Context: an optimization exercise on an open-source flow, tuned for small area, a short achievable clock period and few clock cycles per item. The choices shown serve that exercise and are no tape-out recipe.
Function was checked by simulation only, so behaviour that the tests miss may differ from the original.

## flow/design.v (module list and top-level ports; edited modules follow where they fit)
// module idct_fa: 10 lines
// module idct_ha: 9 lines
// module idct_core: 1008 lines
// module idct_flow_ctrl: 89 lines
// module idct8_top: 64 lines
module idct8_top #(
        parameter int ROUND_SHIFT = 7
) (
        input  logic                    clk,
        input  logic                    reset,
        input  logic                    in_req,
        input  idct_pkg::coef_vec_t     coef,
        input  logic                    out_ack,
        output logic                    in_ack,
        output logic                    out_req,
        output idct_pkg::sample_vec_t   samples
);
  // ...
==> flow/flow/run.sh <==
#!/bin/bash
# The standard layout (standard.sh, unchanged synthesis), with plain buf_1 cells as the
# input and output port buffers, and timing repair aiming 6.0 ns of slack at the 9 ns constraint
set -euo pipefail
bash standard.sh "BUFFER_PORTS_ARGS=-buffer_cell sky130_fd_sc_hd__buf_1" SETUP_SLACK_MARGIN=6.0 finish > standard.log 2>&1
==> flow/standard.sh <==
#!/bin/bash
# synth_recipe.tcl (not shown) runs the flow's synth.tcl, then flattens the netlist and writes it again
# the make line also repeats each setting of config.mk as NAME=value (left out here)
make -C /OpenROAD-flow-scripts/flow DESIGN_CONFIG=/design/flow/config.mk WORK_HOME=/design/flow/orfs CLKGATE_MAP_FILE= SYNTH_SCRIPT=/design/flow/synth_recipe.tcl "${@:-finish}"
==> flow/config.mk <==
export PLATFORM = sky130hd
export DESIGN_NAME = idct8_top
export DESIGN_NICKNAME = idct8_top
export VERILOG_FILES = /design/flow/design.v
export SDC_FILE = /design/flow/constraint.sdc
export NUM_CORES = 4
export LEC_CHECK = 0
export CAP_MARGIN = 20
export CORE_MARGIN = 2
export CORE_UTILIZATION = 60
export SETUP_SLACK_MARGIN = 5
export SLEW_MARGIN = 20
export SYNTH_HIERARCHICAL = 1
export SYNTH_MINIMUM_KEEP_SIZE = 0
==> flow/constraint.sdc <==
create_clock -name core_clock -period 9.0 [get_ports {clk}]
set_input_delay 1.8000 -clock core_clock [delete_from_list [all_inputs] [get_ports {clk}]]
set_output_delay 1.8000 -clock core_clock [all_outputs]
set_load 0.01 [all_outputs]
==> reports/results.tsv, run 1 <==
metric	value	unit
Post-DP Area	24900	µm²
Top Registers	samples: 144 flops, idct_flow_ctrl_inst.coef_q: 128 flops	
status	no timing/DRC/antenna violations	
dpl hpwl	36400	µm
CTS Hold Bufs	0	
Post-synth top cells	fa_1, dfxtp_1, edfxtp_1	
CP endpoint	idct_flow_ctrl_inst.coef_q[33]	
max layer used	met4	
critical path's largest stage delay	0.39	ns
final setup fails	0	
post-CTS setup buffers	0	
Slew HR	33.7	%
Synth top area share	31.0	%
Max-cap violations	0	
CP startpoint	out_ack	
Initial Utilization	60.5	%
Cell Area, Synth	23300	µm²
sequential cell area share	44.6	%
met3 Usage GRT	4.27	%
sequential element share of the synthesized area	51.3	%
post-route insts no fill	2329	
Mean Syn Cell Area	15.9	µm²
total wire length	46000	µm
Top delay family on crit path	buffers and inverters	
Critical Path Stages	6	
std cell rows	72	
most frequent cells in the layout	fa_1, dfxtp_1, buf_1	
tap cells	518	
slowest CP cell	mux2_2	
Pins Over Slew Limit	0	
Synth Area in Compound Gates	4.30	%
Crit Path Max Fanout	79	
Testbench counts, summed over its fixed seeds: cycles 9,632, items 2,400.
==> run 2, diff against run 1 <==
--- a/flow/config.mk
+++ b/flow/config.mk
@@ -10,2 +10,4 @@
 export CORE_UTILIZATION = 60
+export CTS_CLUSTER_DIAMETER = 60
+export CTS_CLUSTER_SIZE = 24
 export SETUP_SLACK_MARGIN = 5
==> run 2 against run 1 <==
  * Still clean
  * Core utilization shrank 1.5 points
  * Area after synthesis unchanged
  * Wire length shrank 1.2%
  * Critical path type unchanged
  * Critical endpoint unchanged
  * Highest routed layer unchanged
==> reports/results.tsv, run 2 <==
metric	value	unit	change
Slew HR	34.5	%	was 33.7%
all-layer global routing usage	23.4	%	was 23.8%
Distinct cells, synth	57		unchanged
share of cells above drive strength 1	9.21	%	was 10.5%
core area	38500	µm²	unchanged
Synth top area share	31.0	%	unchanged
max reg flops	144		unchanged
total wire length	45400	µm	was 46000 µm
worst hold path type	flop to flop		unchanged
area occupied by registers	11900	µm²	about the same
io pins	278		unchanged
# diodes	0		unchanged
DIE AREA	40400	µm²	unchanged
first-pass GRT wire length	71000	µm	was 72300 µm
Final Wtd Congestion	0.863		unchanged
main combinational cell family by area after synthesis	adder cells		unchanged
die extent in x	201	µm	unchanged
area grow syn2layout	12.7	%	was 15.2%
Critical Path Stages	6		unchanged
Cell Area, Synth	23300	µm²	unchanged
status	no timing/DRC/antenna violations		unchanged
top area cells in the synthesized netlist	fa_1, dfxtp_1, edfxtp_1		unchanged
Least-Margin Pin Slew	0.983	ns	was 0.995 ns
Fill cells	2767		was 2710
CTS buffer count	36		was 51
multi-input logic area	10900	µm²	unchanged
Residual DRC	0		unchanged
crit path time final	2.94	ns	was 2.93 ns
Synth Area in XOR/XNOR	1.13	%	unchanged
clk_skew	0.0184	ns	was 0.0159 ns
total number of H-tree levels	2		unchanged
cells after synthesis	1459		unchanged
TritonRoute pass-1 iters	4		was 5
crit path DAT	3.39	ns	about the same
Ys Warns	9		unchanged
critical path type	primary input to flop		unchanged
Post-synth EDFFs	160		unchanged
pin count of the biggest net entering global routing	80		unchanged
drt via density	5.17		about the same
Die Y	201	µm	unchanged
initial antenna violation count	0		unchanged
register bank with the most flops	samples		unchanged
Synth Area in Simple Gates	2.70	%	unchanged
adder-cell share of the synthesized area	35.3	%	unchanged
most common cell after layout, fill and taps aside	fa_1		unchanged
Avg WL per Cell	19.7	µm	about the same
root buf cell	clkbuf_16		unchanged
Post-synth top flop	dfxtp_1		unchanged
CTS Hold Bufs	0		unchanged
Antenna Nets Post-Route	0		unchanged
CP startpoint	out_ack		unchanged
Worst-path clk slew	0.09	ns	was 0.06 ns
nets	2328		was 2343
Synth Area in Compound Gates	4.30	%	unchanged
WHS Path Cells	0		unchanged
# port buffers	277		unchanged
Required @ worst endpoint	9.44	ns	was 9.46 ns
most frequent cells in the layout	fa_1, dfxtp_1, buf_1		unchanged
maximum clock insertion buffer count	3		unchanged
std cell rows	72		unchanged
most frequent cell after synthesis	fa_1		unchanged
DR iter-0 viols	458		was 526
Top Registers	samples: 144 flops, idct_flow_ctrl_inst.coef_q: 128 flops		unchanged
Pins Over Slew Limit	0		unchanged
RSZ-0062 raised after global routing	false		unchanged
slowest CP cell	mux2_2		unchanged
Final Cycle Share	32.7	%	was 32.6%
final setup fails	0		unchanged
endpoints failing hold	0		unchanged
post-route insts no fill	2299		was 2329
Seq cells post-synth	514		unchanged
CTS Sinks	514		unchanged
most frequent CP cell	buf_12		unchanged
critical path's largest stage delay	0.39	ns	about the same
Worst Setup End Kind	flop		unchanged
Reg2Reg Depth	5		unchanged
CP bufs+invs	4		unchanged
syn nets	2032		unchanged
clk latency of the worst-skew pair	0.56	ns	was 0.58 ns
critical path cell sequence	buf_2, inv_12, a21oi_4, buf_12, buf_12, mux2_2		unchanged
Max-cap violations	0		unchanged
Mean Syn Cell Area	15.9	µm²	unchanged
post-synthesis mux area share	3.10	%	unchanged
Initial Utilization	60.5	%	unchanged
sequential element share of the synthesized area	51.3	%	unchanged
Placed Cells	2234		unchanged
worst r2r src	idct_core_inst.kc_q[7]		unchanged
Post-synth top cells	fa_1, dfxtp_1, edfxtp_1		unchanged
Synth area leader	fa_1		unchanged
Hold Path Origin	idct_core_inst.kc_q[0]		unchanged
setup slack on the worst flop-to-flop path	6.16	ns	was 6.10 ns
WHS Endpoint	idct_core_inst.e_q0[0]		unchanged
R2R Path End	idct_core_inst.o_q2[15]		was idct_core_inst.o_q2[13]
Critical Path Source Type	primary input		unchanged
dpl hpwl	36400	µm	unchanged
vias	11900		was 12000
Top delay family on crit path	buffers and inverters		unchanged
async set or reset register ratio after synthesis	1.95	%	unchanged
Crit Path Max Fanout	79		unchanged
Remaining Overflow, GRT	0		unchanged
Max Clock Freq	0.340	GHz	was 0.341 GHz
TritonCTS clock tree	built		unchanged
vias in the first global route	12700		was 13000
TNS Setup	0	ns	unchanged
-- run 2: cell types whose count changed in the layout (fill, tap and decap cells not counted), moves of 4 or more --
| cell | delta |
|---|---|
| inv_8 | +5 |
| bufinv_16 | -5 |
| clkinv_2 | -8 |
| inv_6 | +5 |
| clkbuf_8 | -13 |
| clkbuf_16 | -17 |
| inv_12 | +4 |
-- run 2: metrics by stage --
stage                     util, %  area, µm²  hold WS (ns)  setup WS, ns
after detailed placement     64.8      24900         0.370          4.63
final                        68.1      26200         0.388          6.06
after global placement       64.8      24900         0.377          4.70
after global routing         68.1      26200         0.401          6.02
after CTS                    68.0      26200         0.395          6.00
after floorplan                 -      23400         0.337          5.61
-- run 2: metal layers --
layer | GRT usage (%) | vias to the layer above | wire length [µm]
met2 | 37.7 | 312 | 21400
li1 | - | 5475 | -
met3 | 3.15 | 58 | 1980
met5 | 0 | - | 0
met4 | 6.53 | 0 | 948
met1 | 34.2 | 6035 | 21100
-- run 2: worst max-delay path by stage --
stage	slack, ns	endpoint
after floorplan	5.61	samples[0]
after global placement	4.70	idct_flow_ctrl_inst.coef_q[37]
after detailed placement	4.63	idct_flow_ctrl_inst.coef_q[33]
after CTS	6.00	idct_flow_ctrl_inst.coef_q[33]
after global routing	6.02	idct_flow_ctrl_inst.coef_q[33]
final	6.06	idct_flow_ctrl_inst.coef_q[33]
-- run 2: cells by family after synthesis --
kind of cell    count (synthesis)
compound gates                160
xor+xnor                       30
fa+ha+maj                     441
buf+inv                       113
flops                         514
mux                            64
simple gates                  137
-- run 2: timing repair --
| item | in CTS | in global routing |
|---|---|---|
| setup endpoints to repair | 152 | 24 |
| setup buffers | 0 | 0 |
| resized for setup | 6 | 5 |
| gates cloned | 0 | 0 |
-- run 2: worst register-to-register path, cell delays in order, from the launching register on --
cell and delay [ns]:
dfxtp_4 0.45, fa_1 0.48, fa_1 0.52, fa_1 0.43
fa_1 0.40, fa_1 0.45
-- run 2: Yosys stat by module, one instance, submodules excluded --
module          flops+latches  copies in the design  cells inside
idct_ha                     0                    27             1
idct_core                 193                     1           548
idct_fa                     0                   358             1
idct_flow_ctrl            141                     1           346
idct8_top                 180                     1           180
-- run 2: final cells by class --
| class | instances | share of cell area, % |
|---|---|---|
| sequential | 514 | 45.6 |
| clock buffer | 41 | 3.63 |
| tap | 518 | 2.47 |
| timing repair buffer | 282 | 4.30 |
| inverter | 89 | 1.34 |
| multi-input combinational | 832 | 41.6 |
| clock inverter | 23 | 1.08 |
==> run 3, diff against run 2 <==
--- a/flow/config.mk
+++ b/flow/config.mk
@@ -11,3 +11,3 @@
 export CTS_CLUSTER_DIAMETER = 60
-export CTS_CLUSTER_SIZE = 24
+export CTS_CLUSTER_SIZE = 20
 export SETUP_SLACK_MARGIN = 5
==> run 3 against run 2 <==
  * Still clean on timing, DRC and antenna
  * Wire length increased by 0.28%
  * Global-route usage increased by 0.092 points
  * Die area unchanged
  * Synthesized cell count unchanged
  * Critical endpoint unchanged
  * Highest routed layer unchanged
==> reports/results.tsv, run 3 <==
metric	value	unit	change
Mean Syn Cell Area	15.9	µm²	unchanged
Final Wtd Congestion	0.863		unchanged
Synth top area share	31.0	%	unchanged
Residual DRC	0		unchanged
root buf cell	clkbuf_16		unchanged
top area cells in the synthesized netlist	fa_1, dfxtp_1, edfxtp_1		unchanged
RSZ-0062 raised after global routing	false		unchanged
Seq cells post-synth	514		unchanged
Max Clock Freq	0.339	GHz	was 0.340 GHz
most frequent cell after synthesis	fa_1		unchanged
cells after synthesis	1459		unchanged
Post-synth EDFFs	160		unchanged
Critical Path Source Type	primary input		unchanged
Distinct cells, synth	57		unchanged
async set or reset register ratio after synthesis	1.95	%	unchanged
Post-synth top flop	dfxtp_1		unchanged
drt via density	5.18		was 5.17
DIE AREA	40400	µm²	unchanged
Antenna Nets Post-Route	0		unchanged
most frequent cells in the layout	fa_1, dfxtp_1, buf_1		unchanged
Remaining Overflow, GRT	0		unchanged
Worst Setup End Kind	flop		unchanged
first-pass GRT wire length	71300	µm	was 71000 µm
Avg WL per Cell	19.8	µm	was 19.7 µm
clk_skew	0.0199	ns	was 0.0184 ns
core area	38500	µm²	unchanged
Initial Utilization	60.5	%	unchanged
Crit Path Max Fanout	79		unchanged
sequential element share of the synthesized area	51.3	%	unchanged
total number of H-tree levels	2		unchanged
Max-cap violations	0		unchanged
register bank with the most flops	samples		unchanged
Post-DP Area	24900	µm²	unchanged
all-layer global routing usage	23.5	%	was 23.4%
Top Registers	samples: 144 flops, idct_flow_ctrl_inst.coef_q: 128 flops		unchanged
CTS Sinks	514		unchanged
dpl hpwl	36400	µm	unchanged
Required @ worst endpoint	9.43	ns	was 9.44 ns
design area	26200	µm²	about the same
critical path type	primary input to flop		unchanged
setup ws final	6.05	ns	was 6.06 ns
clk latency of the worst-skew pair	0.56	ns	about the same
crit path DAT	3.38	ns	was 3.39 ns
Slew HR	34.0	%	was 34.5%
crit path time final	2.95	ns	was 2.94 ns
io pins	278		unchanged
# port buffers	277		unchanged
CTS buffer count	37		was 36
max reg flops	144		unchanged
nets	2329		was 2328
Pins Over Slew Limit	0		unchanged
TritonCTS clock tree	built		unchanged
Least-Margin Pin Slew	0.990	ns	was 0.983 ns
Cell Area, Synth	23300	µm²	unchanged
status	no timing/DRC/antenna violations		unchanged
endpoints failing hold	0		unchanged
total wire length	45500	µm	was 45400 µm
Post-synth top cells	fa_1, dfxtp_1, edfxtp_1		unchanged
final setup fails	0		unchanged
initial antenna violation count	0		unchanged
Ys Warns	9		unchanged
Worst-path clk slew	0.08	ns	was 0.09 ns
vias in the first global route	12900		was 12700
area grow syn2layout	12.6	%	was 12.7%
CTS Hold Bufs	0		unchanged
die extent in x	201	µm	unchanged
most common cell after layout, fill and taps aside	fa_1		unchanged
TNS Setup	0	ns	unchanged
Die Y	201	µm	unchanged
Final Cycle Share	32.8	%	was 32.7%
Synth area leader	fa_1		unchanged
syn nets	2032		unchanged
vias	11900		about the same
maximum clock insertion buffer count	3		unchanged
# diodes	0		unchanged
pre-CTS WS	4.63	ns	unchanged
std cell rows	72		unchanged
TritonRoute pass-1 iters	5		was 4
DR iter-0 viols	541		was 458
worst hold path type	flop to flop		unchanged
pin count of the biggest net entering global routing	80		unchanged
share of cells above drive strength 1	9.08	%	was 9.21%
-- run 3: cell families (layout without fill, tap and decap cells) --
kind of cell	after synthesis	after routing	share of synthesized area [%]
mux	64	64	3.10
fa+ha+maj	441	441	35.3
buf+inv	113	439	2.08
xor+xnor	30	30	1.13
compound gates	160	160	4.30
flops	514	514	51.3
simple gates	137	137	2.70
-- run 3: per-module statistics from Yosys, one instance, submodules excluded --
module | cell area [µm²] | cells inside | times used
idct_fa | 20.0 | 1 | 358
idct_ha | 12.5 | 1 | 27
idct_flow_ctrl | 4460 | 346 | 1
idct8_top | 5040 | 180 | 1
idct_core | 6250 | 548 | 1
-- run 3: worst max-delay path, cell delays in order --
cell     delay [ns]
buf_2          0.25
inv_12         0.03
a21oi_4        0.19
buf_12         0.28
buf_12         0.33
mux2_2         0.39
-- run 3: metrics by stage --
step / instances / util, % / hold WS, ns
6_report: 2303 / 68.1 / 0.385
5_1_grt: 2303 / 68.1 / 0.394
4_1_cts: 2302 / 68.0 / 0.387
3_5_place_dp: 2234 / 64.8 / 0.370
3_3_place_gp: 2234 / 64.8 / 0.377
2_1_floorplan: 1459 / - / 0.337
-- run 3: area by class of cell --
class | instances | area (µm²)
Fill cell | 2772 | 12300
Sequential cell | 514 | 11900
Multi-Input combinational cell | 832 | 10900
Timing Repair Buffer | 282 | 1130
Clock buffer | 51 | 1050
Tap cell | 518 | 648
Inverter | 89 | 350
Clock inverter | 17 | 176
-- run 3: final timing paths --
path	startpoint	end	slack, ns	depth (start not counted)
min	idct_core_inst.kc_q[0]	idct_core_inst.e_q0[0]	0.39	0
max	out_ack	idct_flow_ctrl_inst.coef_q[33]	6.05	6
max reg2reg	idct_core_inst.kc_q[7]	idct_core_inst.o_q2[15]	6.11	5
min in group asynchronous	reset	idct_flow_ctrl_inst.ha_q	1.22	2
max in group asynchronous	reset	idct_flow_ctrl_inst.wrote_2	7.43	2
min reg2reg	idct_core_inst.kc_q[0]	idct_core_inst.e_q0[0]	0.39	0
-- run 3: repair_timing --
| item | 4_1_cts | 5_1_grt |
|---|---|---|
| endpoints found under the setup margin | 151 | 21 |
| gates resized for setup | 7 | 2 |
| cloned | 0 | 0 |
| endpoints found under the hold margin | 0 | 0 |
| buffers inserted | 0 | 0 |
-- run 3: routing by layer --
layer | vias up | global-route usage (%) | wire, µm
li1 | 5482 | - | -
met1 | 6056 | 34.2 | 20900
met2 | 343 | 37.6 | 21300
met3 | 60 | 3.91 | 2240
met4 | 0 | 6.01 | 1010
met5 | - | 0 | 0
==> run 4, diff against run 3 <==
--- a/flow/config.mk
+++ b/flow/config.mk
@@ -10,4 +10,4 @@
 export CORE_UTILIZATION = 60
-export CTS_CLUSTER_DIAMETER = 60
-export CTS_CLUSTER_SIZE = 20
+export CTS_CLUSTER_DIAMETER = 70
+export CTS_CLUSTER_SIZE = 26
 export SETUP_SLACK_MARGIN = 5
==> run 4 against run 3 <==
  * Still clean on timing, DRC and antenna
  * Die area unchanged
  * Global-route usage down 0.30 points
  * First-iteration DRC count down 7.0%
  * Critical path depth down 5
  * Sequential share of layout area up 0.29 points
  * Area after synthesis unchanged
  * Sequential cell count unchanged
  * Via count down 0.13%
  * Critical path type is now flop to primary output
  * Highest routed layer unchanged
==> reports/results.tsv, run 4 <==
metric	value	unit	change
Critical Path Source Type	flop		was primary input
area grow syn2layout	11.9	%	was 12.6%
endpoints failing hold	0		unchanged
sequential element share of the synthesized area	51.3	%	unchanged
core area	38500	µm²	unchanged
Avg WL per Cell	19.8	µm	about the same
top area cells in the synthesized netlist	fa_1, dfxtp_1, edfxtp_1		unchanged
post-layout util	67.7	%	was 68.1%
Top Registers	samples: 144 flops, idct_flow_ctrl_inst.coef_q: 128 flops		unchanged
final setup fails	0		unchanged
multi-input logic area	10900	µm²	unchanged
Least-Margin Pin Slew	1.06	ns	was 0.990 ns
Distinct cells, synth	57		unchanged
CP bufs+invs	1		was 4
Worst-path clk slew	0.10	ns	was 0.08 ns
DIE AREA	40400	µm²	unchanged
Worst Setup End Kind	primary output		was flop
Post-DP Area	24900	µm²	unchanged
all-layer global routing usage	23.2	%	was 23.5%
CTS Sinks	514		unchanged
drt via density	5.21		was 5.18
Hold WS	0.390	ns	was 0.385 ns
Mean Syn Cell Area	15.9	µm²	unchanged
Max-cap violations	0		unchanged
Cell Area, Synth	23300	µm²	unchanged
clk_skew	0.0230	ns	was 0.0199 ns
Fill cells	2793		was 2772
RSZ-0062 raised after global routing	false		unchanged
CTS buffer count	31		was 37
Post-synth EDFFs	160		unchanged
dpl hpwl	36400	µm	unchanged
critical path type	flop to primary output		was primary input to flop
Die Y	201	µm	unchanged
async set or reset register ratio after synthesis	1.95	%	unchanged
Final Wtd Congestion	0.863		unchanged
TritonCTS clock tree	built		unchanged
most frequent cells in the layout	fa_1, dfxtp_1, buf_1		unchanged
Top delay family on crit path	flip-flops		was buffers and inverters
Post-synth top flop	dfxtp_1		unchanged
maximum clock insertion buffer count	3		unchanged
area occupied by registers	11900	µm²	about the same
Seq cells post-synth	514		unchanged
# port buffers	277		unchanged
Reg2Reg Depth	5		unchanged
crit path time final	2.94	ns	was 2.95 ns
die extent in x	201	µm	unchanged
Residual DRC	0		unchanged
cells after synthesis	1459		unchanged
post-CTS setup buffers	0		unchanged
most frequent cell after synthesis	fa_1		unchanged
most common cell after layout, fill and taps aside	fa_1		unchanged
TritonRoute pass-1 iters	4		was 5
vias	11900		about the same
critical path's largest stage delay	0.41	ns	was 0.39 ns
DR iter-0 viols	503		was 541
slowest CP cell	edfxtp_1		was mux2_2
Pins Over Slew Limit	0		unchanged
io pins	278		unchanged
vias in the first global route	12800		was 12900
TNS Setup	0	ns	unchanged
design area	26000	µm²	was 26200 µm²
Remaining Overflow, GRT	0		unchanged
std cell rows	72		unchanged
share of cells above drive strength 1	8.69	%	was 9.08%
Post-synth top cells	fa_1, dfxtp_1, edfxtp_1		unchanged
first-pass GRT wire length	71000	µm	was 71300 µm
clk latency of the worst-skew pair	0.60	ns	was 0.56 ns
status	no timing/DRC/antenna violations		unchanged
nets	2322		was 2329
total wire length	45300	µm	was 45500 µm
Max Clock Freq	0.340	GHz	was 0.339 GHz
Initial Utilization	60.5	%	unchanged
Slew HR	29.5	%	was 34.0%
critical path cell sequence	buf_1		was buf_2, inv_12, a21oi_4, buf_12, buf_12, mux2_2
Synth top area share	31.0	%	unchanged
crit path DAT	1.14	ns	was 3.38 ns
Ys Warns	9		unchanged
Final Cycle Share	32.7	%	was 32.8%
# diodes	0		unchanged
root buf cell	clkbuf_16		unchanged
Antenna Nets Post-Route	0		unchanged
pin count of the biggest net entering global routing	80		unchanged
Crit Path Max Fanout	1		was 79
register bank with the most flops	samples		unchanged
total number of H-tree levels	1		was 2
Synth area leader	fa_1		unchanged
Critical Path Stages	1		was 6
syn nets	2032		unchanged
initial antenna violation count	0		unchanged
worst hold path type	flop to flop		unchanged
max reg flops	144		unchanged
Required @ worst endpoint	7.20	ns	was 9.43 ns
WHS Path Cells	0		unchanged
==> run 4: cell families after synthesis <==
family                   synth area share, %
AO/OA/AOI/OAI                           4.30
XOR/XNOR                                1.13
adder cells (fa/ha/maj)                 35.3
buffers and inverters                   2.08
flip-flops                              51.3
multiplexers                            3.10
AND/OR/NAND/NOR                         2.70
==> run 4: layer usage <==
metal / GRT usage, % / up-vias / part of all wire (%)
li1: - / 5463 / -
met1: 34.1 / 6070 / 46
met2: 37.8 / 335 / 47
met3: 3.00 / 58 / 4.7
met4: 5.11 / 0 / 2.3
met5: 0 / - / 0
==> run 4: cell type report <==
cell class,instances,share of cell area (%)
inverters,89,1.35
flip-flops and latches,514,45.9
clock buffers,38,3.24
multi-input cells,832,41.9
repair buffers,281,4.22
well taps,518,2.49
clock inverters,19,0.952
==> run 4: metrics by stage <==
step / worst slack [ns] / std cells
floorplan: 5.61 / 1459
global placement: 4.70 / 2234
detailed placement: 4.63 / 2234
CTS: 6.01 / 2291
global route: 6.00 / 2291
finish: 6.06 / 2291
==> run 4: final timing paths <==
| path | startpoint | to | slack, ns |
|---|---|---|---|
| worst max-delay path | samples[108] | samples[108] | 6.06 |
| worst min-delay path | idct_core_inst.kc_q[0] | idct_core_inst.e_q0[0] | 0.39 |
| worst max register to register | idct_core_inst.kc_q[7] | idct_core_inst.o_q2[15] | 6.16 |
| worst min register to register | idct_core_inst.kc_q[0] | idct_core_inst.e_q0[0] | 0.39 |
| max in group asynchronous | reset | idct_flow_ctrl_inst.wrote_2 | 7.49 |
| min in group asynchronous | reset | idct_flow_ctrl_inst.out_req | 1.17 |
==> run 4: per-module statistics from Yosys, one instance, submodules excluded <==
module,area (µm²),cells inside,copies in the design,flops+latches
idct_fa,20.0,1,358,0
idct_core,6250,548,1,193
idct_ha,12.5,1,27,0
idct8_top,5040,180,1,180
idct_flow_ctrl,4460,346,1,141
==> run 4: repair_timing <==
action / 4_1_cts / 5_1_grt
setup endpoints to repair: 152 / 20
hold buffers: 0 / 0
resized for setup: 6 / 5
==> run 5, diff against run 4 <==
--- a/flow/config.mk
+++ b/flow/config.mk
@@ -9,3 +9,3 @@
 export CORE_MARGIN = 2
-export CORE_UTILIZATION = 60
+export CORE_UTILIZATION = 50
 export CTS_CLUSTER_DIAMETER = 70
==> run 5 against run 4 <==
  * Die area up 20%
  * Still clean
==> reports/results.tsv, run 5 <==
metric	value	unit	change
status	no timing/DRC/antenna violations		unchanged
# diodes	0		unchanged
Synth top area share	31.0	%	unchanged
share of cells above drive strength 1	10.6	%	was 8.69%
# port buffers	277		unchanged
syn nets	2032		unchanged
endpoints failing hold	0		unchanged
Initial Utilization	50.3	%	was 60.5%
max reg flops	144		unchanged
Ys Warns	9		unchanged
final setup fails	0		unchanged
async set or reset register ratio after synthesis	1.95	%	unchanged
Final Wtd Congestion	0.844		was 0.863
Worst-path clk slew	0.09	ns	was 0.10 ns
Synth area leader	fa_1		unchanged
Least-Margin Pin Slew	1.10	ns	was 1.06 ns
register bank with the most flops	samples		unchanged
worst hold path type	flop to flop		unchanged
Mean Syn Cell Area	15.9	µm²	unchanged
met3 wire len	2710	µm	was 2130 µm
sequential element share of the synthesized area	51.3	%	unchanged
Crit Path Max Fanout	1		unchanged
vias in the first global route	12700		was 12800
Pins Over Slew Limit	0		unchanged
pre-CTS WS	4.32	ns	was 4.63 ns
TritonRoute pass-1 iters	4		unchanged
clk_skew	0.0142	ns	was 0.0230 ns
total number of H-tree levels	1		unchanged
Seq cells post-synth	514		unchanged
cells after synthesis	1459		unchanged
Avg WL per Cell	19.7	µm	was 19.8 µm
Residual DRC	0		unchanged
die extent in x	220	µm	was 201 µm
CTS Sinks	514		unchanged
drt via density	4.99		was 5.21
Top Registers	samples: 144 flops, idct_flow_ctrl_inst.coef_q: 128 flops		unchanged
top area cells in the synthesized netlist	fa_1, dfxtp_1, edfxtp_1		unchanged
Max Clock Freq	0.338	GHz	was 0.340 GHz
area grow syn2layout	12.9	%	was 11.9%
crit path DAT	1.16	ns	was 1.14 ns
Critical Path Source Type	flop		unchanged
vias	11900		about the same
all-layer global routing usage	19.8	%	was 23.2%
pin count of the biggest net entering global routing	74		was 80
core area	46300	µm²	was 38500 µm²
Required @ worst endpoint	7.20	ns	about the same
nets	2325		was 2322
TNS Setup	0	ns	unchanged
Post-synth top cells	fa_1, dfxtp_1, edfxtp_1		unchanged
max layer used	met4		unchanged
Hold WS	0.396	ns	was 0.390 ns
Slew HR	26.8	%	was 29.5%
std cell rows	79		was 72
most frequent cell after synthesis	fa_1		unchanged
post-CTS setup buffers	0		unchanged
slowest CP cell	edfxtp_1		unchanged
initial antenna violation count	2		was 0
critical path type	flop to primary output		unchanged
DR WL met2	21400	µm	was 21300 µm
Post-synth top flop	dfxtp_1		unchanged
dpl hpwl	37500	µm	was 36400 µm
DR iter-0 viols	688		was 503
io pins	278		unchanged
maximum clock insertion buffer count	3		unchanged
RSZ-0062 raised after global routing	true		was false
Antenna Nets Post-Route	0		unchanged
Remaining Overflow, GRT	0		unchanged
Cell Area, Synth	23300	µm²	unchanged
critical path cell sequence	clkbuf_2		was buf_1
most frequent cells in the layout	fa_1, dfxtp_1, buf_1		unchanged
DIE AREA	48300	µm²	was 40400 µm²
most common cell after layout, fill and taps aside	fa_1		unchanged
Top delay family on crit path	flip-flops		unchanged
CTS buffer count	31		unchanged
TritonCTS clock tree	built		unchanged
critical path's largest stage delay	0.41	ns	about the same
CP bufs+invs	1		unchanged
Post-synth EDFFs	160		unchanged
root buf cell	clkbuf_16		unchanged
Final Cycle Share	32.9	%	was 32.7%
Max-cap violations	0		unchanged
clk latency of the worst-skew pair	0.61	ns	was 0.60 ns
first-pass GRT wire length	71700	µm	was 71000 µm
setup ws final	6.04	ns	was 6.06 ns
Die Y	220	µm	was 201 µm
wl on met1	21700	µm	was 20800 µm
post-layout util	56.8	%	was 67.7%
total wire length	47000	µm	was 45300 µm
Worst Setup End Kind	primary output		unchanged
Distinct cells, synth	57		unchanged
crit path time final	2.96	ns	was 2.94 ns
[run 5: cell counts after synthesis]
No cell type changed its count.
[run 5: timing repair]
item                                    CTS  global route
endpoints found under the setup margin  165            42
gates cloned                              2             1
hold buffers                              0             0
resized for setup                         9            34
pin swaps                                 0             0
[run 5: path summary, 6_finish.rpt]
check                      slack [ns]                            to  cells after the start                   start
min in group asynchronous        1.19      idct_flow_ctrl_inst.ha_q                      2                   reset
max in group asynchronous        7.43  idct_flow_ctrl_inst.wrote_01                      2                   reset
max reg2reg                      6.05          idct_core_inst.yp_qc                      8  idct_core_inst.o_q0[3]
min                              0.40        idct_core_inst.e_q0[0]                      0  idct_core_inst.kc_q[0]
min reg2reg                      0.40        idct_core_inst.e_q0[0]                      0  idct_core_inst.kc_q[0]
max                              6.04                   samples[46]                      1             samples[46]
[run 5: per-layer routing]
layer	vias to the layer above	global-route usage, %
li1	5457	-
met1	6047	28.6
met2	325	31.4
met3	56	3.42
met4	0	5.10
met5	-	0
[run 5: modules after synthesis, one instance, submodules excluded]
module,flops+latches,copies in the design,area (µm²)
idct_core,193,1,6250
idct8_top,180,1,5040
idct_flow_ctrl,141,1,4460
idct_fa,0,358,20.0
idct_ha,0,27,12.5
[run 5: cells by family after synthesis]
family                   count (synthesis)  synth area share [%]
adder cells (fa/ha/maj)                441                  35.3
multiplexers                            64                  3.10
flip-flops                             514                  51.3
buffers and inverters                  113                  2.08
AO/OA/AOI/OAI                          160                  4.30
XOR/XNOR                                30                  1.13
AND/OR/NAND/NOR                        137                  2.70
[run 5: cell type report]
type	count	area, µm²
Fill cell	3778	20000
Inverter	89	350
Tap cell	607	759
Clock inverter	21	275
Sequential cell	514	11900
Multi-Input combinational cell	832	10900
Clock buffer	37	798
Timing Repair Buffer	284	1240
[run 5: metrics by stage]
| step | instances | cell area [µm²] |
|---|---|---|
| 3_5_place_dp | 2323 | 25000 |
| 3_3_place_gp | 2323 | 25000 |
| 2_1_floorplan | 1459 | 23400 |
| 6_report | 2384 | 26300 |
| 4_1_cts | 2383 | 26200 |
| 5_1_grt | 2384 | 26300 |
==> run 6, diff against run 5 <==
--- a/flow/config.mk
+++ b/flow/config.mk
@@ -9,5 +9,6 @@
 export CORE_MARGIN = 2
-export CORE_UTILIZATION = 50
-export CTS_CLUSTER_DIAMETER = 70
-export CTS_CLUSTER_SIZE = 26
+export CORE_UTILIZATION = 60
+export CTS_BUF_LIST = sky130_fd_sc_hd__clkbuf_8
+export CTS_CLUSTER_DIAMETER = 50
+export CTS_CLUSTER_SIZE = 16
 export SETUP_SLACK_MARGIN = 5
==> run 6 against run 5 <==
  * Register-to-register slack improved by 0.04 ns
  * Synthesized cell count did not move
  * Cell count fell by 2.8%
  * Critical path type unchanged
  * Non-clock buffer count rose by 1
  * Wire length fell by 3.0%
  * Die area fell by 16%
  * Design area fell by 1.2%
  * Sequential share of layout area rose by 0.53 points
  * Via count rose by 0.41%
  * Highest routed layer unchanged
  * Clock skew rose by 0.023 ns
==> reports/results.tsv, run 6 <==
metric	value	unit	change
status	no timing/DRC/antenna violations		unchanged
core area	38500	µm²	was 46300 µm²
Die Y	201	µm	was 220 µm
first-pass GRT wire length	71400	µm	was 71700 µm
cells after synthesis	1459		unchanged
area occupied by registers	11900	µm²	about the same
Least-Margin Pin Slew	0.998	ns	was 1.10 ns
Final Wtd Congestion	0.863		was 0.844
Post-synth EDFFs	160		unchanged
clk latency of the worst-skew pair	0.64	ns	was 0.61 ns
die extent in x	201	µm	was 220 µm
Antenna Nets Post-Route	0		unchanged
CTS Hold Bufs	0		unchanged
total wire length	45600	µm	was 47000 µm
# port buffers	277		unchanged
dpl hpwl	36400	µm	was 37500 µm
met3 wire len	2390	µm	was 2710 µm
DIE AREA	40400	µm²	was 48300 µm²
Hold WS	0.397	ns	was 0.396 ns
root buf cell	clkbuf_8		was clkbuf_16
Seq cells post-synth	514		unchanged
syn nets	2032		unchanged
most frequent cells in the layout	fa_1, dfxtp_1, buf_1		unchanged
critical path cell sequence	clkbuf_2		unchanged
pin count of the biggest net entering global routing	80		was 74
Max Clock Freq	0.336	GHz	was 0.338 GHz
Pins Over Slew Limit	0		unchanged
io pins	278		unchanged
sequential element share of the synthesized area	51.3	%	unchanged
most common cell after layout, fill and taps aside	fa_1		unchanged
vias in the first global route	12900		was 12700
TNS Setup	0	ns	unchanged
Crit Path Max Fanout	1		unchanged
Initial Utilization	60.5	%	was 50.3%
endpoints failing hold	0		unchanged
DR WL met2	21200	µm	was 21400 µm
crit path time final	2.97	ns	was 2.96 ns
share of cells above drive strength 1	12.8	%	was 10.6%
Synth area leader	fa_1		unchanged
all-layer global routing usage	23.6	%	was 19.8%
Residual DRC	0		unchanged
maximum clock insertion buffer count	3		unchanged
crit path DAT	1.17	ns	was 1.16 ns
std cell rows	72		was 79
Worst-path clk slew	0.09	ns	about the same
# diodes	0		unchanged
Required @ worst endpoint	7.20	ns	about the same
wl on met1	20800	µm	was 21700 µm
max layer used	met4		unchanged
total number of H-tree levels	2		was 1
max reg flops	144		unchanged
CTS Sinks	514		unchanged
RSZ-0062 raised after global routing	true		unchanged
clk_skew	0.0375	ns	was 0.0142 ns
vias	11900		about the same
Max-cap violations	0		unchanged
Fill cells	2809		was 3778
Post-synth top flop	dfxtp_1		unchanged
drt via density	5.15		was 4.99
multi-input logic area	10900	µm²	unchanged
most frequent cell after synthesis	fa_1		unchanged
TritonRoute pass-1 iters	5		was 4
area grow syn2layout	11.6	%	was 12.9%
critical path type	flop to primary output		unchanged
CTS buffer count	44		was 31
CP bufs+invs	1		unchanged
Post-synth top cells	fa_1, dfxtp_1, edfxtp_1		unchanged
Worst Setup End Kind	primary output		unchanged
Top delay family on crit path	flip-flops		unchanged
DR iter-0 viols	499		was 688
Slew HR	33.5	%	was 26.8%
register bank with the most flops	samples		unchanged
Ys Warns	9		unchanged
Remaining Overflow, GRT	0		unchanged
Critical Path Source Type	flop		unchanged
final setup fails	0		unchanged
Final Cycle Share	33.0	%	was 32.9%
TritonCTS clock tree	built		unchanged
slowest CP cell	edfxtp_1		unchanged
Distinct cells, synth	57		unchanged
initial antenna violation count	0		was 2
Cell Area, Synth	23300	µm²	unchanged
async set or reset register ratio after synthesis	1.95	%	unchanged
Avg WL per Cell	19.7	µm	about the same
top area cells in the synthesized netlist	fa_1, dfxtp_1, edfxtp_1		unchanged
Top Registers	samples: 144 flops, idct_flow_ctrl_inst.coef_q: 128 flops		unchanged
critical path's largest stage delay	0.41	ns	about the same
Synth top area share	31.0	%	unchanged
Mean Syn Cell Area	15.9	µm²	unchanged
worst hold path type	flop to flop		unchanged
nets	2339		was 2325
## run 6: cell counts after synthesis
No cell type changed its count.
## run 6: cell families after synthesis
logic type / Yosys count / share of synthesized area (%)
flops: 514 / 51.3
fa+ha+maj: 441 / 35.3
compound gates: 160 / 4.30
simple gates: 137 / 2.70
buf+inv: 113 / 2.08
mux: 64 / 3.10
xor+xnor: 30 / 1.13
## run 6: area by class of cell
type | count | area share [%]
Sequential cell | 514 | 46.0
Multi-Input combinational cell | 832 | 42.0
Inverter | 89 | 1.35
Clock buffer | 49 | 2.60
Clock inverter | 30 | 0.882
Tap cell | 518 | 2.50
Timing Repair Buffer | 285 | 4.67
## run 6: through the flow
stage               utilization (%)  cells  cell area [µm²]  worst slack (ns)
floorplan                         -   1459            23400              5.61
global placement               64.8   2234            24900              4.70
detailed placement             64.8   2234            24900              4.63
CTS                            67.2   2314            25800              5.96
global route                   67.5   2317            26000              5.95
finish                         67.5   2317            26000              6.03
## run 6: final timing paths
path	cells after the start	start	end	slack, ns
max	1	samples[37]	samples[37]	6.03
min	0	idct_flow_ctrl_inst.coef_q[112]	idct_core_inst.o_q0[1]	0.40
max reg2reg	5	idct_core_inst.kc_q[7]	idct_core_inst.o_q2[15]	6.09
min reg2reg	0	idct_flow_ctrl_inst.coef_q[112]	idct_core_inst.o_q0[1]	0.40
max in group asynchronous	2	reset	idct_flow_ctrl_inst.wrote_2	7.50
min in group asynchronous	2	reset	idct_flow_ctrl_inst.ha_q	1.13
## run 6: metal layers
| metal | vias to the layer above | track usage (%) |
|---|---|---|
| met5 | - | 0 |
| met4 | 0 | 6.53 |
| met3 | 71 | 4.01 |
| met2 | 362 | 37.3 |
| met1 | 6016 | 34.3 |
| li1 | 5485 | - |
## run 6: Yosys stat by module (local to each module, per instance)
module	copies in the design	flip-flops and latches
idct_core	1	193
idct_ha	27	0
idct_flow_ctrl	1	141
idct_fa	358	0
idct8_top	1	180
## run 6: timing repair
action	in CTS	in global routing
endpoints found under the setup margin	165	69
pin swaps	0	0
cloned	0	0
buffers inserted	1	2
resized for setup	9	55
==> run 7, diff against run 6 <==
==> flow/flow/run.sh (replaced) <==
#!/bin/bash
set -euo pipefail
bash standard.sh "BUFFER_PORTS_ARGS=-buffer_cell sky130_fd_sc_hd__buf_1" SETUP_SLACK_MARGIN=6.0 finish > standard.log 2>&1
--- a/flow/config.mk
+++ b/flow/config.mk
@@ -10,5 +10,4 @@
 export CORE_UTILIZATION = 60
-export CTS_BUF_LIST = sky130_fd_sc_hd__clkbuf_8
-export CTS_CLUSTER_DIAMETER = 50
-export CTS_CLUSTER_SIZE = 16
+export CTS_CLUSTER_DIAMETER = 70
+export CTS_CLUSTER_SIZE = 26
 export SETUP_SLACK_MARGIN = 5
==> run 7 against run 6 <==
  * Critical path depth unchanged
  * Non-clock buffer count decreased by 4
  * Global-route usage decreased by 0.34 points
  * Maximum frequency increased by 0.96%
  * Worst hold slack got worse by 0.0069 ns
  * Synthesized cell count unchanged
  * Critical endpoint is now samples[108]
  * Die area unchanged
  * Wire length decreased by 0.66%
  * Register-to-register slack improved by 0.07 ns
==> reports/results.tsv, run 7 <==
metric	value	unit	change
TritonRoute pass-1 iters	4		was 5
Post-synth top cells	fa_1, dfxtp_1, edfxtp_1		unchanged
crit path time final	2.94	ns	was 2.97 ns
worst hold path type	flop to flop		unchanged
Final Wtd Congestion	0.863		unchanged
DIE AREA	40400	µm²	unchanged
Top delay family on crit path	flip-flops		unchanged
die extent in x	201	µm	unchanged
critical path cell sequence	buf_1		was clkbuf_2
nets	2322		was 2339
Worst-path clk slew	0.10	ns	was 0.09 ns
most common cell after layout, fill and taps aside	fa_1		unchanged
Avg WL per Cell	19.8	µm	was 19.7 µm
Post-synth EDFFs	160		unchanged
Synth top area share	31.0	%	unchanged
io pins	278		unchanged
Least-Margin Pin Slew	1.06	ns	was 0.998 ns
Max-cap violations	0		unchanged
endpoints failing hold	0		unchanged
Remaining Overflow, GRT	0		unchanged
max reg flops	144		unchanged
Mean Syn Cell Area	15.9	µm²	unchanged
sequential element share of the synthesized area	51.3	%	unchanged
post-CTS setup buffers	0		was 1
Cell Area, Synth	23300	µm²	unchanged
std cell rows	72		unchanged
async set or reset register ratio after synthesis	1.95	%	unchanged
clk latency of the worst-skew pair	0.60	ns	was 0.64 ns
dpl hpwl	36400	µm	unchanged
TritonCTS clock tree	built		unchanged
# port buffers	277		unchanged
pin count of the biggest net entering global routing	80		unchanged
all-layer global routing usage	23.2	%	was 23.6%
DR iter-0 viols	503		was 499
Initial Utilization	60.5	%	unchanged
Slew HR	29.5	%	was 33.5%
total wire length	45300	µm	was 45600 µm
Crit Path Max Fanout	1		unchanged
# diodes	0		unchanged
RSZ-0062 raised after global routing	false		was true
area grow syn2layout	11.9	%	was 11.6%
critical path's largest stage delay	0.41	ns	about the same
Worst Setup End Kind	primary output		unchanged
Seq cells post-synth	514		unchanged
slowest CP cell	edfxtp_1		unchanged
CP bufs+invs	1		unchanged
Top Registers	samples: 144 flops, idct_flow_ctrl_inst.coef_q: 128 flops		unchanged
clk_skew	0.0230	ns	was 0.0375 ns
total number of H-tree levels	1		was 2
crit path DAT	1.14	ns	was 1.17 ns
initial antenna violation count	0		unchanged
Residual DRC	0		unchanged
post-layout util	67.7	%	was 67.5%
Ys Warns	9		unchanged
root buf cell	clkbuf_16		was clkbuf_8
Synth area leader	fa_1		unchanged
TNS Setup	0	ns	unchanged
Critical Path Source Type	flop		unchanged
critical path type	flop to primary output		unchanged
first-pass GRT wire length	71000	µm	was 71400 µm
cells after synthesis	1459		unchanged
drt via density	5.21		was 5.15
most frequent cells in the layout	fa_1, dfxtp_1, buf_1		unchanged
core area	38500	µm²	unchanged
most frequent cell after synthesis	fa_1		unchanged
vias	11900		about the same
CTS buffer count	31		was 44
Pins Over Slew Limit	0		unchanged
Max Clock Freq	0.340	GHz	was 0.336 GHz
syn nets	2032		unchanged
final setup fails	0		unchanged
status	no timing/DRC/antenna violations		unchanged
Required @ worst endpoint	7.20	ns	about the same
Die Y	201	µm	unchanged
CTS Sinks	514		unchanged
share of cells above drive strength 1	8.69	%	was 12.8%
CTS Hold Bufs	0		unchanged
Post-synth top flop	dfxtp_1		unchanged
register bank with the most flops	samples		unchanged
Antenna Nets Post-Route	0		unchanged
Distinct cells, synth	57		unchanged
setup slack on the worst flop-to-flop path	6.16	ns	was 6.09 ns
vias in the first global route	12800		was 12900
Final Cycle Share	32.7	%	was 33.0%
maximum clock insertion buffer count	3		unchanged
top area cells in the synthesized netlist	fa_1, dfxtp_1, edfxtp_1		unchanged
==> run 7: cell type report <==
cell class              count  area (µm²)
clock buffers              38         845
inverters                  89         350
well taps                 518         648
clock inverters            19         248
flip-flops and latches    514       11900
multi-input cells         832       10900
repair buffers            281        1100
fillers                  2793       12400
==> run 7: stage by stage <==
step           hold slack, ns  setup slack [ns]  area [µm²]  std cells
3_5_place_dp            0.370              4.63       24900       2234
2_1_floorplan           0.337              5.61       23400       1459
6_report                0.390              6.06       26000       2291
4_1_cts                 0.396              6.01       26000       2291
3_3_place_gp            0.377              4.70       24900       2234
5_1_grt                 0.406              6.00       26000       2291
==> run 7: routing by layer <==
| metal | vias to the layer above | wire length, µm | track usage, % |
|---|---|---|---|
| li1 | 5463 | - | - |
| met1 | 6070 | 20800 | 34.1 |
| met2 | 335 | 21300 | 37.8 |
| met3 | 58 | 2130 | 3.00 |
| met4 | 0 | 1040 | 5.11 |
| met5 | - | 0 | 0 |
==> run 7: logic make-up (layout without fill, tap and decap cells) <==
| group | after synthesis | after routing | synth area share [%] |
|---|---|---|---|
| AOI/OAI and AO/OA | 160 | 160 | 4.30 |
| xor gates and xnor gates | 30 | 30 | 1.13 |
| adders and majority gates | 441 | 441 | 35.3 |
| buffers and inverters | 113 | 427 | 2.08 |
| DFF | 514 | 514 | 51.3 |
| muxes | 64 | 64 | 3.10 |
| and+or+nand+nor | 137 | 137 | 2.70 |
==> run 7: modules after synthesis (local to each module, per instance) <==
module / flops+latches / area, µm² / times used
idct8_top: 180 / 5040 / 1
idct_core: 193 / 6250 / 1
idct_fa: 0 / 20.0 / 358
idct_flow_ctrl: 141 / 4460 / 1
idct_ha: 0 / 12.5 / 27
==> run 7: path summary, 6_finish.rpt <==
path	cells past startpoint	end	from
setup / recovery	1	samples[108]	samples[108]
max in group asynchronous	2	idct_flow_ctrl_inst.wrote_2	reset
min in group asynchronous	2	idct_flow_ctrl_inst.out_req	reset
hold reg to reg	0	idct_core_inst.e_q0[0]	idct_core_inst.kc_q[0]
hold / removal	0	idct_core_inst.e_q0[0]	idct_core_inst.kc_q[0]
setup reg to reg	5	idct_core_inst.o_q2[15]	idct_core_inst.kc_q[7]
==> run 7: repair_timing <==
item,CTS,global route
gates resized for setup,6,5
endpoints found under the hold margin,0,0
endpoints found under the setup margin,152,20
==> run 8, diff against run 7 <==
--- a/flow/config.mk
+++ b/flow/config.mk
@@ -7,2 +7,3 @@
 export LEC_CHECK = 0
+export ABC_AREA = 1
 export CAP_MARGIN = 20
==> run 8 against run 7 <==
  * Via count is 9.8% higher
  * Setup slack worse by 0.010 ns
  * Largest cell class unchanged
  * Clock skew is 0.0058 ns lower
  * First-iteration DRC count is 10% higher
  * Sequential share of layout area is 0.71 points lower
  * Non-clock buffer count is 3 higher
  * Still clean
  * Maximum frequency is 0.35% lower
  * Design area is 1.5% higher
  * Critical path type unchanged
  * Wire length is 4.7% higher
  * Highest routed layer unchanged
  * Critical path depth stayed put
==> reports/results.tsv, run 8 <==
metric	value	unit	change
status	no timing/DRC/antenna violations		unchanged
Synth area leader	fa_1		unchanged
design area	26400	µm²	was 26000 µm²
Avg WL per Cell	18.3	µm	was 19.8 µm
# port buffers	277		unchanged
io pins	278		unchanged
final setup fails	0		unchanged
root buf cell	clkbuf_16		unchanged
vias in the first global route	14100		was 12800
Distinct cells, synth	34		was 57
syn nets	2323		was 2032
Final Wtd Congestion	0.884		was 0.863
area occupied by registers	11900	µm²	about the same
Fill cells	2911		was 2793
maximum clock insertion buffer count	3		unchanged
endpoints failing hold	0		unchanged
slowest CP cell	edfxtp_1		unchanged
most common cell after layout, fill and taps aside	nand2_1		was fa_1
Pins Over Slew Limit	0		unchanged
crit path DAT	1.16	ns	was 1.14 ns
top area cells in the synthesized netlist	fa_1, dfxtp_1, edfxtp_1		unchanged
cells after synthesis	1750		was 1459
all-layer global routing usage	24.0	%	was 23.2%
met1 usage	35.3	%	was 34.1%
Max-cap violations	0		unchanged
TritonRoute pass-1 iters	5		was 4
Die Y	203	µm	was 201 µm
async set or reset register ratio after synthesis	1.95	%	unchanged
Residual DRC	0		unchanged
share of cells above drive strength 1	5.46	%	was 8.69%
initial antenna violation count	0		unchanged
DR iter-0 viols	554		was 503
Antenna Nets Post-Route	0		unchanged
CTS buffer count	31		unchanged
die extent in x	203	µm	was 201 µm
drt via density	5.06		was 5.21
TritonCTS clock tree	built		unchanged
std cell rows	72		unchanged
clk_skew	0.0171	ns	was 0.0230 ns
crit path time final	2.96	ns	was 2.94 ns
Ys Warns	9		unchanged
Remaining Overflow, GRT	0		unchanged
total wire length	47400	µm	was 45300 µm
WHS Path Cells	0		unchanged
setup ws final	6.04	ns	was 6.06 ns
Post-synth top cells	nand2_1, fa_1, dfxtp_1		was fa_1, dfxtp_1, edfxtp_1
Worst-path clk slew	0.09	ns	was 0.10 ns
Critical Path Source Type	flop		unchanged
Slew HR	35.6	%	was 29.5%
critical path cell sequence	buf_1		unchanged
pin count of the biggest net entering global routing	93		was 80
total number of H-tree levels	1		unchanged
Critical Path Stages	1		unchanged
clk latency of the worst-skew pair	0.60	ns	about the same
Post-synth top flop	dfxtp_1		unchanged
# diodes	0		unchanged
Worst Setup End Kind	primary output		unchanged
dpl hpwl	38100	µm	was 36400 µm
Synth top area share	30.4	%	was 31.0%
Reg2Reg Depth	5		unchanged
GR peak layer	met2		unchanged
sequential element share of the synthesized area	50.4	%	was 51.3%
CTS Sinks	514		unchanged
met3 Usage GRT	3.45	%	was 3.00%
Post-DP Area	25200	µm²	was 24900 µm²
worst hold path type	flop to flop		unchanged
multi-input logic area	11000	µm²	was 10900 µm²
RSZ-0062 raised after global routing	true		was false
Cell Area, Synth	23700	µm²	was 23300 µm²
pre-CTS WS	4.56	ns	was 4.63 ns
Required @ worst endpoint	7.20	ns	about the same
Crit Path Max Fanout	1		unchanged
Post-synth EDFFs	160		unchanged
vias	13100		was 11900
TNS Setup	0	ns	unchanged
nets	2616		was 2322
Hold WS	0.387	ns	was 0.390 ns
max reg flops	144		unchanged
Top Registers	samples: 144 flops, idct_flow_ctrl_inst.coef_q: 128 flops		unchanged
register bank with the most flops	samples		unchanged
Initial Utilization	61.1	%	was 60.5%
most frequent cells in the layout	nand2_1, fa_1, dfxtp_1		was fa_1, dfxtp_1, buf_1
core area	38800	µm²	was 38500 µm²
Final Cycle Share	32.8	%	was 32.7%
Least-Margin Pin Slew	0.966	ns	was 1.06 ns
critical path's largest stage delay	0.42	ns	was 0.41 ns
critical path type	flop to primary output		unchanged
Top delay family on crit path	flip-flops		unchanged
CP bufs+invs	1		unchanged
GRT met2 Usage	38.4	%	was 37.8%
Mean Syn Cell Area	13.5	µm²	was 15.9 µm²
most frequent cell after synthesis	nand2_1		was fa_1
Seq cells post-synth	514		unchanged
DIE AREA	41100	µm²	was 40400 µm²
Max Clock Freq	0.338	GHz	was 0.340 GHz
area grow syn2layout	11.5	%	was 11.9%
first-pass GRT wire length	75600	µm	was 71000 µm
[run 8: final timing paths]
| check | from | endpoint | slack, ns |
|---|---|---|---|
| worst max-delay path | samples[48] | samples[48] | 6.04 |
| worst min register to register | idct_core_inst.kc_q[0] | idct_core_inst.e_q0[0] | 0.39 |
| min in group asynchronous | reset | idct_flow_ctrl_inst.out_req | 1.13 |
| worst max register to register | idct_core_inst.kc_q[7] | idct_core_inst.o_q2[14] | 6.14 |
| worst min-delay path | idct_core_inst.kc_q[0] | idct_core_inst.e_q0[0] | 0.39 |
| max in group asynchronous | reset | idct_flow_ctrl_inst.hb_q | 7.58 |
[run 8: final cells by class]
cell class,instances,share of cell area [%]
sequential,514,45.2
multi-input combinational,1057,41.6
timing repair buffer,284,4.32
clock buffer,37,3.10
tap,518,2.45
inverter,155,2.26
clock inverter,21,1.11
[run 8: cells by family after synthesis]
| kind of cell | share of synthesized area [%] |
|---|---|
| adder cells (fa/ha/maj) | 34.7 |
| AND/OR/NAND/NOR | 8.40 |
| flip-flops | 50.4 |
| buffers and inverters | 3.30 |
| AO/OA/AOI/OAI | 2.67 |
| XOR/XNOR | 0.591 |
[run 8: repair_timing]
item | in CTS | in global routing
endpoints found under the setup margin | 91 | 81
gates resized for setup | 8 | 8
buffers inserted | 0 | 2
pin swaps | 0 | 0
endpoints found under the hold margin | 0 | 0
gates cloned | 0 | 1
hold buffers | 0 | 0
[run 8: per-module statistics from Yosys (local to each module, per instance)]
module	flip-flops and latches	cell area, µm²
idct8_top	180	5040
idct_ha	0	12.5
idct_fa	0	20.0
idct_flow_ctrl	141	4650
idct_core	193	6510
[run 8: worst reg2reg max path: stages (launching register included)]
cell and delay (ns):
dfxtp_4 0.45, fa_1 0.49, fa_1 0.54, fa_1 0.46, fa_1 0.40, fa_1 0.42
[run 8: through the flow]
stage               instances  util (%)
floorplan                1750         -
global placement         2525      65.0
detailed placement       2525      65.0
CTS                      2583      67.9
global route             2586      68.1
finish                   2586      68.1
[run 8: metal layers]
layer / part of all wire (%) / vias up
li1: - / 6143
met1: 46 / 6520
met5: 0 / -
met2: 46 / 367
met3: 5.3 / 61
met4: 2.3 / 0
==> run 9, diff against run 8 <==
==> flow/flow/run.sh (replaced) <==
#!/bin/bash
set -euo pipefail
bash standard.sh "BUFFER_PORTS_ARGS=-buffer_cell sky130_fd_sc_hd__buf_2" SETUP_SLACK_MARGIN=6.0 finish > standard.log 2>&1
--- a/flow/config.mk
+++ b/flow/config.mk
@@ -7,3 +7,2 @@
 export LEC_CHECK = 0
-export ABC_AREA = 1
 export CAP_MARGIN = 20
==> run 9 against run 8 <==
  * Wire length shrank 4.1%
  * Sequential cell count unchanged
  * Worst hold slack better by 0.018 ns
  * Setup slack better by 0.0027 ns
  * Highest routed layer unchanged
==> reports/results.tsv, run 9 <==
metric	value	unit	change
status	no timing/DRC/antenna violations		unchanged
CTS Hold Bufs	0		unchanged
pre-CTS WS	4.74	ns	was 4.56 ns
critical path's largest stage delay	0.41	ns	was 0.42 ns
Synth Area in Compound Gates	4.30	%	was 2.67%
Ys Warns	9		unchanged
Initial Utilization	60.5	%	was 61.1%
most frequent cell after synthesis	fa_1		was nand2_1
std cell rows	72		unchanged
setup ws final	6.05	ns	was 6.04 ns
total wire length	45500	µm	was 47400 µm
Mean Syn Cell Area	15.9	µm²	was 13.5 µm²
Max-cap violations	0		unchanged
CTS buffer count	30		was 31
crit path time final	2.95	ns	was 2.96 ns
clk_skew	0.0307	ns	was 0.0171 ns
share of cells above drive strength 1	24.3	%	was 5.46%
total number of H-tree levels	1		unchanged
cells after synthesis	1459		was 1750
dpl hpwl	36300	µm	was 38100 µm
final setup fails	0		unchanged
Required @ worst endpoint	7.20	ns	about the same
Critical Path Source Type	flop		unchanged
Post-synth top cells	fa_1, dfxtp_1, edfxtp_1		was nand2_1, fa_1, dfxtp_1
TNS Setup	0	ns	unchanged
Die Y	201	µm	was 203 µm
Avg WL per Cell	19.8	µm	was 18.3 µm
drt via density	5.19		was 5.06
CTS Sinks	514		unchanged
most common cell after layout, fill and taps aside	fa_1		was nand2_1
Top Registers	samples: 144 flops, idct_flow_ctrl_inst.coef_q: 128 flops		unchanged
vias in the first global route	12900		was 14100
Max Clock Freq	0.339	GHz	was 0.338 GHz
slowest CP cell	dfrtp_1		was edfxtp_1
Synth Area in Simple Gates	2.70	%	was 8.40%
critical path cell sequence	buf_2		was buf_1
Synth area leader	fa_1		unchanged
DIE AREA	40400	µm²	was 41100 µm²
register bank with the most flops	samples		unchanged
root buf cell	clkbuf_16		unchanged
Antenna Nets Post-Route	0		unchanged
vias	11900		was 13100
most frequent cells in the layout	fa_1, dfxtp_1, buf_2		was nand2_1, fa_1, dfxtp_1
Top delay family on crit path	flip-flops		unchanged
Post-synth top flop	dfxtp_1		unchanged
Worst-path clk slew	0.09	ns	about the same
area grow syn2layout	13.4	%	was 11.5%
core area	38500	µm²	was 38800 µm²
syn nets	2032		was 2323
CP bufs+invs	1		unchanged
io pins	278		unchanged
Remaining Overflow, GRT	0		unchanged
Pins Over Slew Limit	0		unchanged
die extent in x	201	µm	was 203 µm
all-layer global routing usage	23.3	%	was 24.0%
# port buffers	277		unchanged
sequential element share of the synthesized area	51.3	%	was 50.4%
Final Cycle Share	32.8	%	about the same
main combinational cell family by area after synthesis	adder cells		unchanged
critical path type	flop to primary output		unchanged
clk latency of the worst-skew pair	0.62	ns	was 0.60 ns
Crit Path Max Fanout	3		was 1
TritonCTS clock tree	built		unchanged
adder-cell share of the synthesized area	35.3	%	was 34.7%
maximum clock insertion buffer count	3		unchanged
post-synthesis mux area share	3.10	%	was 0%
RSZ-0062 raised after global routing	true		unchanged
first-pass GRT wire length	71300	µm	was 75600 µm
Distinct cells, synth	57		was 34
Synth Area in XOR/XNOR	1.13	%	was 0.591%
Worst Setup End Kind	primary output		unchanged
DR iter-0 viols	476		was 554
Final Wtd Congestion	0.887		was 0.884
max reg flops	144		unchanged
crit path DAT	1.15	ns	was 1.16 ns
top area cells in the synthesized netlist	fa_1, dfxtp_1, edfxtp_1		unchanged
Seq cells post-synth	514		unchanged
Least-Margin Pin Slew	1.00	ns	was 0.966 ns
Slew HR	33.4	%	was 35.6%
TritonRoute pass-1 iters	5		unchanged
Post-synth EDFFs	160		unchanged
pin count of the biggest net entering global routing	89		was 93
# diodes	0		unchanged
Residual DRC	0		unchanged
endpoints failing hold	0		unchanged
worst hold path type	flop to flop		unchanged
initial antenna violation count	0		unchanged
Hold WS	0.405	ns	was 0.387 ns
Synth top area share	31.0	%	was 30.4%
nets	2323		was 2616
Cell Area, Synth	23300	µm²	was 23700 µm²
async set or reset register ratio after synthesis	1.95	%	unchanged
run 9: changes by cell type in the layout (fill, tap and decap cells not counted), sizes merged, moves of 6 or more:
cell,delta
a211oi,+6
a21o,+13
inv,-65
mux2,+64
nand2,-333
nand3,-26
nor2,-11
o21ai,+13
xnor2,+16
run 9: stage by stage:
step	area (µm²)	util (%)	instances
floorplan	23400	-	1459
global placement	25200	65.6	2233
detailed placement	25200	65.6	2233
CTS	26300	68.4	2290
global route	26400	68.6	2292
finish	26400	68.6	2292
run 9: path summary, 6_finish.rpt:
kind	start	endpoint	slack [ns]	depth (start not counted)
worst max register to register	idct_core_inst.kc_q[7]	idct_core_inst.o_q2[16]	6.15	5
min in group asynchronous	reset	idct_flow_ctrl_inst.wrote_01	1.21	2
worst min-delay path	yp_q[7]	samples[7]	0.41	0
max in group asynchronous	reset	idct_flow_ctrl_inst.wrote_2	7.43	2
worst min register to register	yp_q[7]	samples[7]	0.41	0
worst max-delay path	idct_flow_ctrl_inst.out_req	out_req	6.05	1
run 9: worst register-to-register path, delay by kind of cell (launching register included):
kind                       cells  cell delay [ns]
adders and majority gates      5             2.28
DFF                            1             0.45
run 9: cell families (layout without fill, tap and decap cells):
| kind of cell | Yosys count | after routing |
|---|---|---|
| buf+inv | 113 | 427 |
| simple gates | 137 | 137 |
| flops | 514 | 514 |
| fa+ha+maj | 441 | 441 |
| xor+xnor | 30 | 30 |
| mux | 64 | 64 |
| compound gates | 160 | 161 |
run 9: Yosys stat by module (local to each module, per instance):
module / times used / cells / area [µm²]
idct_ha: 27 / 1 / 12.5
idct_flow_ctrl: 1 / 346 / 4460
idct_fa: 358 / 1 / 20.0
idct_core: 1 / 548 / 6250
idct8_top: 1 / 180 / 5040
run 9: repair_timing:
action / CTS / global route
resized for setup: 2 / 5
cloned: 1 / 0
pin swaps: 1 / 1
endpoints found under the hold margin: 0 / 0
endpoints found under the setup margin: 135 / 131
setup buffers: 0 / 1
run 9: cell type report:
class,instances,area (µm²)
fill,2726,12100
clock inverter,19,260
clock buffer,37,797
timing repair buffer,282,1460
tap,518,648
sequential,514,11900
multi-input combinational,833,10900
inverter,89,350
run 9: layer usage:
| metal | track usage, % | routed length (µm) | up-vias |
|---|---|---|---|
| met5 | 0 | 0 | - |
| met4 | 4.58 | 621 | 0 |
| met3 | 3.26 | 2220 | 46 |
| met2 | 37.7 | 21400 | 294 |
| met1 | 34.5 | 21200 | 6091 |
| li1 | - | - | 5455 |

-- port drivers added, routing unchanged --
The flow's constraints put no driver on any port. The routed layouts listed below were extracted and timed again, unchanged, in two steps.
Step 1 (the two cells are an assumption about what drives the block):
set clk [get_ports {clk}]
set_driving_cell -lib_cell sky130_fd_sc_hd__clkbuf_16 $clk
set_driving_cell -lib_cell sky130_fd_sc_hd__buf_2 [delete_from_list [all_inputs] $clk]
Step 2 times the ports against the registers' clock, not the clock port: input delays grow and output delays shrink by t, the midpoint of the rising clock arrivals with the driver on.
Slacks: no drivers / after step 1 / after step 2; pairs: no drivers / after step 1.
| run | t (ns) | setup WS [ns] | hold WS [ns] | worst register clock-pin slew, ns | pins driven straight from the clock port |
|---|---|---|---|---|---|
| run 1 | 0.627 | 6.066 / 6.030 / 5.475 | 0.375 / 0.375 / 0.375 | 0.06 / 0.06 | 1 |
| run 2 | 0.607 | 6.056 / 6.038 / 5.487 | 0.388 / 0.388 / 0.388 | 0.09 / 0.09 | 1 |
| run 3 | 0.604 | 6.049 / 6.042 / 5.478 | 0.385 / 0.385 / 0.385 | 0.08 / 0.08 | 1 |
| run 4 | 0.645 | 6.055 / 5.997 / 5.483 | 0.390 / 0.390 / 0.390 | 0.10 / 0.10 | 1 |
| run 5 | 0.657 | 6.042 / 5.987 / 5.421 | 0.396 / 0.396 / 0.396 | 0.10 / 0.10 | 1 |
| run 6 | 0.672 | 6.027 / 5.975 / 5.414 | 0.397 / 0.397 / 0.397 | 0.10 / 0.10 | 1 |
| run 7 | 0.645 | 6.055 / 5.997 / 5.483 | 0.390 / 0.390 / 0.390 | 0.10 / 0.10 | 1 |
| run 8 | 0.650 | 6.045 / 5.988 / 5.446 | 0.387 / 0.387 / 0.387 | 0.10 / 0.10 | 1 |
| run 9 | 0.659 | 6.048 / 5.989 / 5.562 | 0.405 / 0.405 / 0.405 | 0.10 / 0.10 | 1 |
After both steps every run listed still meets setup and hold. The setup slack of run 5, which loses most, moves by -0.055 ns with the drivers and by -0.621 ns with both steps.
